This design comes from an exercise in tuning for small area, a short achievable clock period and few clock cycles on the open sky130 flow, not from production work.
The RTL was checked by simulation tests, not by an equivalence proof against the original design.
No activity file was given, so power comes from the tool's default toggle rates.

==> run a <==
==> flow/design.v <==
`default_nettype none
package sau_pkg;
    localparam int WORD_W   = 32;
    localparam int MODE_W   = 3;
    localparam int STATUS_W = 3;
    localparam int DEPTH_W  = 7;
    localparam logic [MODE_W-1:0] MODE_NOP  = 3'd0;
    localparam logic [MODE_W-1:0] MODE_PUSH = 3'd1;
    localparam logic [MODE_W-1:0] MODE_SWAP = 3'd2;
    localparam logic [MODE_W-1:0] MODE_ADD  = 3'd3;
    localparam logic [MODE_W-1:0] MODE_SUB  = 3'd4;
    localparam logic [MODE_W-1:0] MODE_DIV  = 3'd5;
    localparam logic [STATUS_W-1:0] STAT_OK      = 3'd0;
    localparam logic [STATUS_W-1:0] STAT_SHORT   = 3'd1;
    localparam logic [STATUS_W-1:0] STAT_DIVZERO = 3'd2;
    localparam logic [STATUS_W-1:0] STAT_FULL    = 3'd3;
    localparam logic [STATUS_W-1:0] STAT_HALTED  = 3'd4;
    typedef enum logic [2:0] {
        ST_IDLE,
        ST_EXEC,
        ST_SWAP2,
        ST_DIVW,
        ST_RESP
    } sau_state_t;
endpackage
`default_nettype wire
`default_nettype none
module sau_ram #(
    parameter int WIDTH = 32,
    parameter int DEPTH = 62
) (
    input  wire logic             clk,
    input  wire logic             we,
    input  wire logic [6:0]       cnt,
    input  wire logic [WIDTH-1:0] wdata,
    output logic      [WIDTH-1:0] rdata
);
    logic [DEPTH*WIDTH-1:0] mem_q;
    always_ff @(posedge clk)
    begin
        for (int j = 0; j < DEPTH; j++)
        begin
            if (we && (cnt == 7'(j + 2)))
            begin
                mem_q[j*WIDTH +: WIDTH] <= wdata;
            end
        end
    end
    always_comb
    begin
        rdata = '0;
        for (int j = 0; j < DEPTH; j++)
        begin
            rdata = rdata | ({WIDTH{cnt == 7'(j + 3)}} & mem_q[j*WIDTH +: WIDTH]);
        end
    end
endmodule
`default_nettype wire
`default_nettype none
import sau_pkg::*;
module sau_div (
    input  wire logic                       clk,
    input  wire logic                       rst_n,
    input  wire logic                       start,
    input  wire logic [sau_pkg::WORD_W-1:0] num,
    input  wire logic [sau_pkg::WORD_W-1:0] den,
    input  wire logic                       qbit1,
    input  wire logic                       qbit2,
    input  wire logic                       qany,
    output logic                            busy,
    output logic                            busy_next,
    output logic                            shift,
    output logic                            step,
    output logic                            step_next,
    output logic                            done,
    output logic      [4:0]                 shamt,
    output logic      [sau_pkg::WORD_W-1:0] quot,
    output logic      [sau_pkg::WORD_W-1:0] num_abs,
    output logic      [sau_pkg::WORD_W-1:0] den_abs
);
    function automatic logic [31:0] or_below(input logic [31:0] x);
        logic [31:0] t;
        t = x;
        for (int d = 1; d < 32; d = d * 2)
            t = t | (t << d);
        or_below = t << 1;
    endfunction
    function automatic logic [6:0] abs_msb(input logic [31:0] x);
        logic [31:0] y;
        logic [31:0] sm;
        logic [31:0] h;
        logic [4:0]  pos;
        y  = x ^ {32{x[31]}};
        sm = y;
        for (int d = 1; d < 32; d = d * 2)
            sm = sm | (sm >> d);
        h = sm & ~(sm >> 1);
        pos = '0;
        for (int i = 0; i < 32; i++) if (h[i]) pos = pos | 5'(i);
        abs_msb = {~|x, x[31] & sm[0] & (sm == y), pos};
    endfunction
    function automatic logic [31:0] abs_val(input logic [31:0] x);
        abs_val = x ^ ({32{x[31]}} & or_below(x));
    endfunction
    logic        shift_reg, step_reg, busy_reg;
    logic        shift_nx;
    logic [4:0]  pn_reg, pd_reg;
    logic        nz_reg;
    logic        neg_reg;
    logic [3:0]  it_reg;
    logic [29:0] q_reg;
    logic [5:0]  sdiff;
    logic        qzero;
    logic [31:0] nzl;
    logic [6:0]  msb_n, msb_d;
    assign num_abs = abs_val(num);
    assign den_abs = abs_val(den);
    assign msb_n = abs_msb(num);
    assign msb_d = abs_msb(den);
    assign sdiff = {1'b0, pn_reg} - {1'b0, pd_reg};
    assign qzero = nz_reg | sdiff[5];
    assign shamt = {sdiff[4:1], 1'b0};
    assign shift = shift_reg;
    assign step  = step_reg;
    assign busy  = busy_reg;
    assign done  = (shift_reg & qzero) | (step_reg & (it_reg == 4'd0));
    assign shift_nx  = start;
    assign step_next = (shift_reg | step_reg) & !done;
    assign busy_next = shift_nx | step_next;
    always_ff @(posedge clk or negedge rst_n)
    begin
        if (!rst_n)
        begin
            shift_reg <= 1'b0;
            step_reg  <= 1'b0;
            busy_reg  <= 1'b0;
        end
        else
        begin
            shift_reg <= shift_nx;
            step_reg  <= step_next;
            busy_reg  <= busy_next;
        end
    end
    always_ff @(posedge clk)
    begin
        if (start)
        begin
            nz_reg  <= msb_n[6];
            pn_reg  <= msb_n[4:0] + 5'(msb_n[5]);
            pd_reg  <= msb_d[4:0] + 5'(msb_d[5]);
            neg_reg <= num[31] ^ den[31];
        end
        if (shift)
        begin
            it_reg <= sdiff[4:1];
            q_reg  <= '0;
        end
        else if (step)
        begin
            it_reg <= it_reg - 4'd1;
            q_reg  <= {q_reg[27:0], qbit1, qbit2};
        end
    end
    assign nzl = or_below({2'b0, q_reg});
    always_comb
    begin
        quot[0] = qbit2;
        quot[1] = qbit1 ^ (neg_reg & qbit2);
        for (int i = 2; i < 32; i++)
        begin
            if (!neg_reg)
                quot[i] = q_reg[i-2];
            else if (qany)
                quot[i] = ~q_reg[i-2];
            else
                quot[i] = q_reg[i-2] ^ nzl[i-2];
        end
        if (shift)
            quot = '0;
    end
endmodule
`default_nettype wire
`default_nettype none
import sau_pkg::*;
module stack_arith_unit #(
    parameter int STACK_DEPTH = 64
) (
    input  wire logic        clk,
    input  wire logic        rst_n,
    input  wire logic        s_tvalid,
    output logic             s_tready,
    input  wire logic [31:0] s_tdata,    
    input  wire logic [2:0]  s_tuser,    
    output logic             m_tvalid,
    input  wire logic        m_tready,
    output logic      [47:0] m_tdata     
);
    localparam int RES_W = DEPTH_W + WORD_W + STATUS_W;
    logic                in_valid_reg, in_valid_next;
    logic [MODE_W-1:0]   in_op_reg, in_op_next;
    logic [WORD_W-1:0]   in_data_reg;
    logic                ready_reg, ready_next;
    logic [WORD_W-1:0]   top_reg, top_next;
    logic [WORD_W-1:0]   sec_reg, sec_next;
    logic                sec_hi_reg, sec_hi_next;
    logic [34:0]         tri_reg, tri_next;
    logic                tneg_reg;
    logic                sub1_reg, sub1_next;
    logic                sub3_reg, sub3_next;
    logic [DEPTH_W-1:0]  cnt_reg, cnt_next;
    logic                halted_reg;
    logic                sub_reg, sub_next;
    logic                out_valid_reg, out_valid_next;
    logic [RES_W-1:0]    out_reg;
    logic                skid_valid_reg, skid_valid_next;
    logic [RES_W-1:0]    skid_reg;
    logic                op_push, op_swap, op_arith, op_div, op_bin;
    logic                full, short_stk, top_zero;
    logic                x_push, x_swap, x_arith, x_div;
    logic [STATUS_W-1:0] st_code;
    logic                adv, commit, out_free;
    logic [RES_W-1:0]    result;
    logic [WORD_W-1:0]   res_top;
    logic [DEPTH_W-1:0]  res_cnt;
    logic [33:0]         add_full;
    logic [32:0]         res;
    logic [WORD_W-1:0]   abs_top, abs_sec;
    logic [WORD_W-1:0]   mem_rdata;
    logic [34:0]         tri_top;
    logic [34:0]         step1, step3;
    logic                q1, q2, pick3, q2_if0, q2_if1;
    logic [32:0]         rem2;
    logic                div_busy, div_busy_next, div_shift, div_step;
    logic                div_step_next, div_done;
    logic [4:0]          div_shamt;
    logic [WORD_W-1:0]   div_quot;
    assign op_push   = (in_op_reg == MODE_PUSH);
    assign op_swap   = (in_op_reg == MODE_SWAP);
    assign op_arith  = (in_op_reg == MODE_ADD) || (in_op_reg == MODE_SUB);
    assign op_div    = (in_op_reg == MODE_DIV);
    assign op_bin    = op_swap || op_arith || op_div;
    assign full      = cnt_reg[6];
    assign short_stk = ~|cnt_reg[6:1];
    assign top_zero  = ~|top_reg;
    assign x_push    = !halted_reg && op_push && !full;
    assign x_swap    = !halted_reg && op_swap && !short_stk;
    assign x_arith   = !halted_reg && op_arith && !short_stk;
    assign x_div     = !halted_reg && op_div && !short_stk && !top_zero;
    always_comb
    begin
        if (halted_reg)
            st_code = STAT_HALTED;
        else if (op_push && full)
            st_code = STAT_FULL;
        else if (op_bin && short_stk)
            st_code = STAT_SHORT;
        else if (op_div && top_zero)
            st_code = STAT_DIVZERO;
        else
            st_code = STAT_OK;
    end
    assign adv      = in_valid_reg && !skid_valid_reg && !div_busy;
    assign commit   = (adv && !x_div) || div_done;
    assign out_free = !out_valid_reg || m_tready;
    assign s_tready = ready_reg;
    assign add_full = {sec_hi_reg, sec_reg, 1'b1} +
                      {sub_reg, top_reg ^ {WORD_W{sub_reg}}, sub_reg};
    assign res      = add_full[33:1];
    assign tri_top = {{3{top_reg[31]}}, top_reg} + {{2{top_reg[31]}}, top_reg, 1'b0};
    assign step1   = {{3{sec_hi_reg}}, sec_reg} +
                     ({2'b0, top_reg, 1'b0} ^ {35{sub1_reg}}) + 35'(sub1_reg);
    assign step3   = {{3{sec_hi_reg}}, sec_reg} +
                     (tri_reg ^ {35{sub3_reg}}) + 35'(sub3_reg);
    assign q1      = !step1[34];
    assign pick3   = q1 ^ sec_hi_reg;
    assign rem2    = pick3 ? step3[32:0] : res;
    assign q2_if0  = sec_hi_reg ? !step3[32] : !res[32];
    assign q2_if1  = sec_hi_reg ? !res[32] : !step3[32];
    assign q2      = q1 ? q2_if1 : q2_if0;
    sau_ram #(
        .WIDTH(WORD_W),
        .DEPTH(STACK_DEPTH - 2)
    ) u_stack_ram (
        .clk   (clk),
        .we    (op_push),
        .cnt   (cnt_reg),
        .wdata (sec_reg),
        .rdata (mem_rdata)
    );
    sau_div u_div (
        .clk       (clk),
        .rst_n     (rst_n),
        .start     (adv && x_div),
        .num       (sec_reg),
        .den       (top_reg),
        .qbit1     (q1),
        .qbit2     (q2),
        .qany      (q1 || q2_if0),
        .busy      (div_busy),
        .busy_next (div_busy_next),
        .shift     (div_shift),
        .step      (div_step),
        .step_next (div_step_next),
        .done      (div_done),
        .shamt     (div_shamt),
        .quot      (div_quot),
        .num_abs   (abs_sec),
        .den_abs   (abs_top)
    );
    always_comb
    begin
        top_next    = top_reg;
        sec_next    = sec_reg;
        sec_hi_next = sec_hi_reg;
        tri_next    = tri_reg;
        cnt_next    = cnt_reg;
        if (adv)
        begin
            if (x_push)
            begin
                top_next = in_data_reg;
                sec_next = top_reg;
                cnt_next = cnt_reg + 7'd1;
            end
            else if (x_swap)
            begin
                top_next = sec_reg;
                sec_next = top_reg;
            end
            else if (x_arith)
            begin
                top_next = res[31:0];
                sec_next = mem_rdata;
                cnt_next = cnt_reg - 7'd1;
            end
            else if (x_div)
            begin
                top_next    = abs_top;
                tri_next    = tri_top;
                sec_next    = abs_sec;
                sec_hi_next = 1'b0;
            end
        end
        else if (div_done)
        begin
            top_next = div_quot;
            sec_next = mem_rdata;
            cnt_next = cnt_reg - 7'd1;
        end
        else if (div_shift)
        begin
            top_next = top_reg << div_shamt;
            tri_next = tri_reg << div_shamt;
        end
        else if (div_step)
        begin
            top_next    = top_reg >> 2;
            tri_next    = {{2{tri_reg[34]}}, tri_reg[34:2]};
            sec_next    = rem2[31:0];
            sec_hi_next = rem2[32];
        end
    end
    always_comb
    begin
        res_top = top_reg;
        res_cnt = cnt_reg;
        if (div_done)
        begin
            res_top = div_quot;
            res_cnt = cnt_reg - 7'd1;
        end
        else if (x_push)
        begin
            res_top = in_data_reg;
            res_cnt = cnt_reg + 7'd1;
        end
        else if (x_swap)
        begin
            res_top = sec_reg;
        end
        else if (x_arith)
        begin
            res_top = res[31:0];
            res_cnt = cnt_reg - 7'd1;
        end
    end
    assign result = {res_cnt, res_top, div_done ? STAT_OK : st_code};
    always_comb
    begin
        in_valid_next = ready_reg ? s_tvalid : in_valid_reg;
        in_op_next    = ready_reg ? s_tuser : in_op_reg;
        if (commit)
        begin
            out_valid_next  = 1'b1;
            skid_valid_next = !out_free;
        end
        else if (m_tready)
        begin
            out_valid_next  = skid_valid_reg;
            skid_valid_next = 1'b0;
        end
        else
        begin
            out_valid_next  = out_valid_reg;
            skid_valid_next = skid_valid_reg;
        end
        ready_next = !in_valid_next || (!skid_valid_next && !div_busy_next);
        sub_next   = div_step_next ? !sec_hi_next : in_op_next[2];
        sub1_next  = !sec_hi_next;
        sub3_next  = !sec_hi_next ^ (adv && x_div ? top_reg[31] : tneg_reg);
    end
    always_ff @(posedge clk or negedge rst_n)
    begin
        if (!rst_n)
        begin
            in_valid_reg   <= 1'b0;
            ready_reg      <= 1'b1;
            top_reg        <= '0;
            cnt_reg        <= '0;
            halted_reg     <= 1'b0;
            out_valid_reg  <= 1'b0;
            skid_valid_reg <= 1'b0;
        end
        else
        begin
            in_valid_reg   <= in_valid_next;
            ready_reg      <= ready_next;
            top_reg        <= top_next;
            cnt_reg        <= cnt_next;
            if (adv && (st_code != STAT_OK))
            begin
                halted_reg <= 1'b1;
            end
            out_valid_reg  <= out_valid_next;
            skid_valid_reg <= skid_valid_next;
        end
    end
    always_ff @(posedge clk)
    begin
        if (ready_reg)
        begin
            in_data_reg <= s_tdata;
        end
        in_op_reg  <= in_op_next;
        sub_reg    <= sub_next;
        sub1_reg   <= sub1_next;
        sub3_reg   <= sub3_next;
        if (adv && x_div)
        begin
            tneg_reg <= top_reg[31];
        end
        sec_reg    <= sec_next;
        sec_hi_reg <= sec_hi_next;
        tri_reg    <= tri_next;
        if (commit && out_free)
        begin
            out_reg <= result;
        end
        else if (m_tready)
        begin
            out_reg <= skid_reg;
        end
        if (commit)
        begin
            skid_reg <= result;
        end
    end
    assign m_tvalid = out_valid_reg;
    assign m_tdata  = {6'b0, out_reg};
endmodule
`default_nettype wire
==> flow/run.sh <==
#!/bin/bash
# synth_recipe.tcl (not shown) runs the flow's synth.tcl, then flattens the netlist and writes it again
# the make line also repeats each setting of config.mk as NAME=value (left out here)
make -C /OpenROAD-flow-scripts/flow DESIGN_CONFIG=/design/flow/config.mk WORK_HOME=/design/flow/orfs CLKGATE_MAP_FILE= SYNTH_SCRIPT=/design/flow/synth_recipe.tcl finish
==> flow/config.mk <==
export PLATFORM = sky130hd
export DESIGN_NAME = stack_arith_unit
export DESIGN_NICKNAME = stack_arith_unit
export VERILOG_FILES = /design/flow/design.v
export SDC_FILE = /design/flow/constraint.sdc
export NUM_CORES = 4
export LEC_CHECK = 0
export CAP_MARGIN = 20
export CORE_MARGIN = 2
export CORE_UTILIZATION = 40
export CTS_CLUSTER_DIAMETER = 100
export CTS_CLUSTER_SIZE = 25
export PLACE_DENSITY = 0.5
export SETUP_SLACK_MARGIN = 4
export SLEW_MARGIN = 20
export TNS_END_PERCENT = 100
==> flow/constraint.sdc <==
create_clock -name core_clock -period 8.0 [get_ports {clk}]
set_input_delay 1.6000 -clock core_clock [delete_from_list [all_inputs] [get_ports {clk}]]
set_output_delay 1.6000 -clock core_clock [all_outputs]
set_load 0.01 [all_outputs]
==> run b (differences from run a) <==
==> flow/design.v, changed modules only <==
module sau_div (
    input  wire logic                       clk,
    input  wire logic                       rst_n,
    input  wire logic                       start,
    input  wire logic [sau_pkg::WORD_W-1:0] num,
    input  wire logic [sau_pkg::WORD_W-1:0] den,
    input  wire logic                       qbit1,
    input  wire logic                       qbit2,
    input  wire logic                       qany,
    output logic                            busy,
    output logic                            busy_next,
    output logic                            shift,
    output logic                            step,
    output logic                            step_next,
    output logic                            done,
    output logic      [4:0]                 shamt,
    output logic      [sau_pkg::WORD_W-1:0] quot,
    output logic      [sau_pkg::WORD_W-1:0] num_abs,
    output logic      [sau_pkg::WORD_W-1:0] den_abs
);
    function automatic logic [31:0] or_below(input logic [31:0] x);
        logic [31:0] t;
        t = x;
        for (int d = 1; d < 32; d = d * 2)
            t = t | (t << d);
        or_below = t << 1;
    endfunction
    function automatic logic [5:0] abs_msb(input logic [31:0] x);
        logic [31:0] y;
        logic [31:0] sm;
        logic [31:0] h;
        logic [4:0]  pos0, pos1;
        y  = x ^ {32{x[31]}};
        sm = y;
        for (int d = 1; d < 32; d = d * 2)
            sm = sm | (sm >> d);
        h = sm & ~(sm >> 1);
        pos0 = '0;
        pos1 = '0;
        for (int i = 0; i < 32; i++) if (h[i]) pos0 = pos0 | 5'(i);
        for (int i = 0; i < 31; i++) if (h[i]) pos1 = pos1 | 5'(i + 1);
        abs_msb = {~|x, (x[31] & sm[0] & (sm == y)) ? pos1 : pos0};
    endfunction
    function automatic logic [31:0] abs_val(input logic [31:0] x);
        abs_val = x ^ ({32{x[31]}} & or_below(x));
    endfunction
    logic        shift_reg, step_reg, busy_reg;
    logic        shift_nx;
    logic [4:0]  pn_reg, pd_reg;
    logic        nz_reg;
    logic        neg_reg;
    logic [3:0]  it_reg;
    logic [29:0] q_reg;
    logic [5:0]  sdiff;
    logic        qzero;
    logic [31:0] nzl;
    logic [5:0]  msb_n, msb_d;
    assign num_abs = abs_val(num);
    assign den_abs = abs_val(den);
    assign msb_n = abs_msb(num);
    assign msb_d = abs_msb(den);
    assign sdiff = {1'b0, pn_reg} - {1'b0, pd_reg};
    assign qzero = nz_reg | sdiff[5];
    assign shamt = {sdiff[4:1], 1'b0};
    assign shift = shift_reg;
    assign step  = step_reg;
    assign busy  = busy_reg;
    assign done  = (shift_reg & qzero) | (step_reg & (it_reg == 4'd0));
    assign shift_nx  = start;
    assign step_next = (shift_reg | step_reg) & !done;
    assign busy_next = shift_nx | step_next;
    always_ff @(posedge clk or negedge rst_n)
    begin
        if (!rst_n)
        begin
            shift_reg <= 1'b0;
            step_reg  <= 1'b0;
            busy_reg  <= 1'b0;
        end
        else
        begin
            shift_reg <= shift_nx;
            step_reg  <= step_next;
            busy_reg  <= busy_next;
        end
    end
    always_ff @(posedge clk)
    begin
        if (start)
        begin
            nz_reg  <= msb_n[5];
            pn_reg  <= msb_n[4:0];
            pd_reg  <= msb_d[4:0];
            neg_reg <= num[31] ^ den[31];
        end
        if (shift)
        begin
            it_reg <= sdiff[4:1];
            q_reg  <= '0;
        end
        else if (step)
        begin
            it_reg <= it_reg - 4'd1;
            q_reg  <= {q_reg[27:0], qbit1, qbit2};
        end
    end
    assign nzl = or_below({2'b0, q_reg});
    always_comb
    begin
        quot[0] = qbit2;
        quot[1] = qbit1 ^ (neg_reg & qbit2);
        for (int i = 2; i < 32; i++)
        begin
            quot[i] = qany ? (q_reg[i-2] ^ neg_reg) : (q_reg[i-2] ^ (neg_reg & nzl[i-2]));
        end
        if (shift)
            quot = '0;
    end
endmodule
module stack_arith_unit #(
    parameter int STACK_DEPTH = 64
) (
    input  wire logic        clk,
    input  wire logic        rst_n,
    input  wire logic        s_tvalid,
    output logic             s_tready,
    input  wire logic [31:0] s_tdata,    
    input  wire logic [2:0]  s_tuser,    
    output logic             m_tvalid,
    input  wire logic        m_tready,
    output logic      [47:0] m_tdata     
);
    localparam int RES_W = DEPTH_W + WORD_W + STATUS_W;
    logic                in_valid_reg, in_valid_next;
    logic [MODE_W-1:0]   in_op_reg, in_op_next;
    logic [WORD_W-1:0]   in_data_reg;
    logic                ready_reg, ready_next;
    logic [WORD_W-1:0]   top_reg, top_next, top_early;
    logic                top_take_res, top_take_quot;
    logic [WORD_W-1:0]   sec_reg, sec_next;
    logic                sec_hi_reg, sec_hi_next;
    logic [34:0]         tri_reg, tri_next;
    logic                tneg_reg;
    logic                sub1_reg, sub1_next;
    logic                sub3_reg, sub3_next;
    logic [DEPTH_W-1:0]  cnt_reg, cnt_next;
    logic                halted_reg;
    logic                sub_reg, sub_next;
    logic                out_valid_reg, out_valid_next;
    logic                skid_valid_reg, skid_valid_next;
    logic [1:0]          oq_cnt_reg, oq_cnt_next;
    logic                wp_reg, rp_reg;
    logic [RES_W-1:0]    slot0_reg, slot1_reg;
    logic                take;
    logic                op_push, op_swap, op_arith, op_div, op_bin;
    logic                full, short_stk, top_zero;
    logic                x_push, x_swap, x_arith, x_div;
    logic [STATUS_W-1:0] st_code;
    logic                adv, commit;
    logic [RES_W-1:0]    result;
    logic [WORD_W-1:0]   res_top;
    logic [DEPTH_W-1:0]  res_cnt;
    logic [33:0]         add_full;
    logic [32:0]         res;
    logic [WORD_W-1:0]   abs_top, abs_sec;
    logic [WORD_W-1:0]   mem_rdata;
    logic [34:0]         tri_top;
    logic [34:0]         step1, step3;
    logic                q1, q2, pick3, q2_if0, q2_if1;
    logic [32:0]         rem2;
    logic                div_busy, div_busy_next, div_shift, div_step;
    logic                div_step_next, div_done;
    logic [4:0]          div_shamt;
    logic [WORD_W-1:0]   div_quot;
    assign op_push   = (in_op_reg == MODE_PUSH);
    assign op_swap   = (in_op_reg == MODE_SWAP);
    assign op_arith  = (in_op_reg == MODE_ADD) || (in_op_reg == MODE_SUB);
    assign op_div    = (in_op_reg == MODE_DIV);
    assign op_bin    = op_swap || op_arith || op_div;
    assign full      = cnt_reg[6];
    assign short_stk = ~|cnt_reg[6:1];
    assign top_zero  = ~|top_reg;
    assign x_push    = !halted_reg && op_push && !full;
    assign x_swap    = !halted_reg && op_swap && !short_stk;
    assign x_arith   = !halted_reg && op_arith && !short_stk;
    assign x_div     = !halted_reg && op_div && !short_stk && !top_zero;
    always_comb
    begin
        if (halted_reg)
            st_code = STAT_HALTED;
        else if (op_push && full)
            st_code = STAT_FULL;
        else if (op_bin && short_stk)
            st_code = STAT_SHORT;
        else if (op_div && top_zero)
            st_code = STAT_DIVZERO;
        else
            st_code = STAT_OK;
    end
    assign adv      = in_valid_reg && !skid_valid_reg && !div_busy;
    assign commit   = (adv && !x_div) || div_done;
    assign take     = out_valid_reg && m_tready;
    assign s_tready = ready_reg;
    assign add_full = {sec_hi_reg, sec_reg, 1'b1} +
                      {sub_reg, top_reg ^ {WORD_W{sub_reg}}, sub_reg};
    assign res      = add_full[33:1];
    assign tri_top = {{3{top_reg[31]}}, top_reg} + {{2{top_reg[31]}}, top_reg, 1'b0};
    assign step1   = {{3{sec_hi_reg}}, sec_reg} +
                     ({2'b0, top_reg, 1'b0} ^ {35{sub1_reg}}) + 35'(sub1_reg);
    assign step3   = {{3{sec_hi_reg}}, sec_reg} +
                     (tri_reg ^ {35{sub3_reg}}) + 35'(sub3_reg);
    assign q1      = !step1[34];
    assign pick3   = q1 ^ sec_hi_reg;
    assign rem2    = pick3 ? step3[32:0] : res;
    assign q2_if0  = sec_hi_reg ? !step3[32] : !res[32];
    assign q2_if1  = sec_hi_reg ? !res[32] : !step3[32];
    assign q2      = q1 ? q2_if1 : q2_if0;
    sau_ram #(
        .WIDTH(WORD_W),
        .DEPTH(STACK_DEPTH - 2)
    ) u_stack_ram (
        .clk   (clk),
        .we    (op_push),
        .cnt   (cnt_reg),
        .wdata (sec_reg),
        .rdata (mem_rdata)
    );
    sau_div u_div (
        .clk       (clk),
        .rst_n     (rst_n),
        .start     (adv && x_div),
        .num       (sec_reg),
        .den       (top_reg),
        .qbit1     (q1),
        .qbit2     (q2),
        .qany      (q1 || q2_if0),
        .busy      (div_busy),
        .busy_next (div_busy_next),
        .shift     (div_shift),
        .step      (div_step),
        .step_next (div_step_next),
        .done      (div_done),
        .shamt     (div_shamt),
        .quot      (div_quot),
        .num_abs   (abs_sec),
        .den_abs   (abs_top)
    );
    always_comb
    begin
        top_early   = top_reg;
        sec_next    = sec_reg;
        sec_hi_next = sec_hi_reg;
        tri_next    = tri_reg;
        cnt_next    = cnt_reg;
        if (adv)
        begin
            if (x_push)
            begin
                top_early = in_data_reg;
                sec_next = top_reg;
                cnt_next = cnt_reg + 7'd1;
            end
            else if (x_swap)
            begin
                top_early = sec_reg;
                sec_next = top_reg;
            end
            else if (x_arith)
            begin
                sec_next = mem_rdata;
                cnt_next = cnt_reg - 7'd1;
            end
            else if (x_div)
            begin
                top_early    = abs_top;
                tri_next    = tri_top;
                sec_next    = abs_sec;
                sec_hi_next = 1'b0;
            end
        end
        else if (div_done)
        begin
            sec_next = mem_rdata;
            cnt_next = cnt_reg - 7'd1;
        end
        else if (div_shift)
        begin
            top_early = top_reg << div_shamt;
            tri_next = tri_reg << div_shamt;
        end
        else if (div_step)
        begin
            top_early    = top_reg >> 2;
            tri_next    = {{2{tri_reg[34]}}, tri_reg[34:2]};
            sec_next    = rem2[31:0];
            sec_hi_next = rem2[32];
        end
    end
    assign top_take_res  = adv && x_arith;
    assign top_take_quot = !adv && div_done;
    assign top_next = top_take_res ? res[31:0] :
                      top_take_quot ? div_quot : top_early;
    always_comb
    begin
        res_top = top_reg;
        res_cnt = cnt_reg;
        if (div_done)
        begin
            res_cnt = cnt_reg - 7'd1;
        end
        else if (x_push)
        begin
            res_top = in_data_reg;
            res_cnt = cnt_reg + 7'd1;
        end
        else if (x_swap)
        begin
            res_top = sec_reg;
        end
        else if (x_arith)
        begin
            res_cnt = cnt_reg - 7'd1;
        end
        if (div_done)
            res_top = div_quot;
        else if (x_arith)
            res_top = res[31:0];
    end
    assign result = {res_cnt, res_top, div_done ? STAT_OK : st_code};
    always_comb
    begin
        in_valid_next = ready_reg ? s_tvalid : in_valid_reg;
        in_op_next    = ready_reg ? s_tuser : in_op_reg;
        oq_cnt_next     = oq_cnt_reg + 2'(commit) - 2'(take);
        out_valid_next  = (oq_cnt_next != 2'd0);
        skid_valid_next = oq_cnt_next[1];
        ready_next = !in_valid_next || (!skid_valid_next && !div_busy_next);
        sub_next   = div_step_next ? !sec_hi_next : in_op_next[2];
        sub1_next  = !sec_hi_next;
        sub3_next  = !sec_hi_next ^ (adv && x_div ? top_reg[31] : tneg_reg);
    end
    always_ff @(posedge clk or negedge rst_n)
    begin
        if (!rst_n)
        begin
            in_valid_reg   <= 1'b0;
            ready_reg      <= 1'b1;
            top_reg        <= '0;
            cnt_reg        <= '0;
            halted_reg     <= 1'b0;
            out_valid_reg  <= 1'b0;
            skid_valid_reg <= 1'b0;
            oq_cnt_reg     <= '0;
            wp_reg         <= 1'b0;
            rp_reg         <= 1'b0;
        end
        else
        begin
            in_valid_reg   <= in_valid_next;
            ready_reg      <= ready_next;
            top_reg        <= top_next;
            cnt_reg        <= cnt_next;
            if (adv && (st_code != STAT_OK))
            begin
                halted_reg <= 1'b1;
            end
            out_valid_reg  <= out_valid_next;
            skid_valid_reg <= skid_valid_next;
            oq_cnt_reg     <= oq_cnt_next;
            wp_reg         <= wp_reg ^ commit;
            rp_reg         <= rp_reg ^ take;
        end
    end
    always_ff @(posedge clk)
    begin
        if (ready_reg)
        begin
            in_data_reg <= s_tdata;
        end
        in_op_reg  <= in_op_next;
        sub_reg    <= sub_next;
        sub1_reg   <= sub1_next;
        sub3_reg   <= sub3_next;
        if (adv && x_div)
        begin
            tneg_reg <= top_reg[31];
        end
        sec_reg    <= sec_next;
        sec_hi_reg <= sec_hi_next;
        tri_reg    <= tri_next;
        if (commit && !wp_reg)
        begin
            slot0_reg <= result;
        end
        if (commit && wp_reg)
        begin
            slot1_reg <= result;
        end
    end
    assign m_tvalid = out_valid_reg;
    assign m_tdata  = {6'b0, rp_reg ? slot1_reg : slot0_reg};
endmodule
--- a/flow/config.mk
+++ b/flow/config.mk
@@ -8,8 +8,8 @@
 export CAP_MARGIN = 20
 export CORE_MARGIN = 2
-export CORE_UTILIZATION = 40
+export CORE_UTILIZATION = 50
 export CTS_CLUSTER_DIAMETER = 100
 export CTS_CLUSTER_SIZE = 25
-export PLACE_DENSITY = 0.5
+export PLACE_DENSITY = 0.55
 export SETUP_SLACK_MARGIN = 4
 export SLEW_MARGIN = 20
==> notes <==
Of run a and run b, run b has the higher count of clock-buffer cells in the layout (gap 1). Of run a and run b, run b has the higher combinational power (gap 13%, measured against run b). Between run a and run b, the lower via count is in run a (gap about 0.56%, measured against run b). Sequential power is about the same in run a and run b.
Testbench counts of run a, summed over its fixed seeds: cycles 31,124.
Testbench counts of run b, summed over its fixed seeds: cycles 31,124.

==> what the ideal ports hide <==
In the flow no input, the clock included, has a driving cell. The finished layouts below were timed again as built, in two steps. Step 1: set_driving_cell puts a clkbuf_16 on clk and a buf_2 on each other input, an assumption about the parent block. Step 2, shift: input delay + t, output delay - t, t = (earliest + latest rising clock arrival at the registers) / 2. This alone moves slack from input paths to output paths. Three values: no drivers, after step 1, after step 2; two values: the first two.
run	t (ns)	setup slack, ns	worst hold slack (ns)	slew at the worst register clock pin (ns)
run a	0.945	3.715 / 3.715 / 3.715	0.499 / 0.499 / 0.499	0.11 / 0.11
run b	0.921	3.748 / 3.748 / 3.748	0.496 / 0.496 / 0.496	0.11 / 0.11
After both steps setup and hold are still met in every run listed.
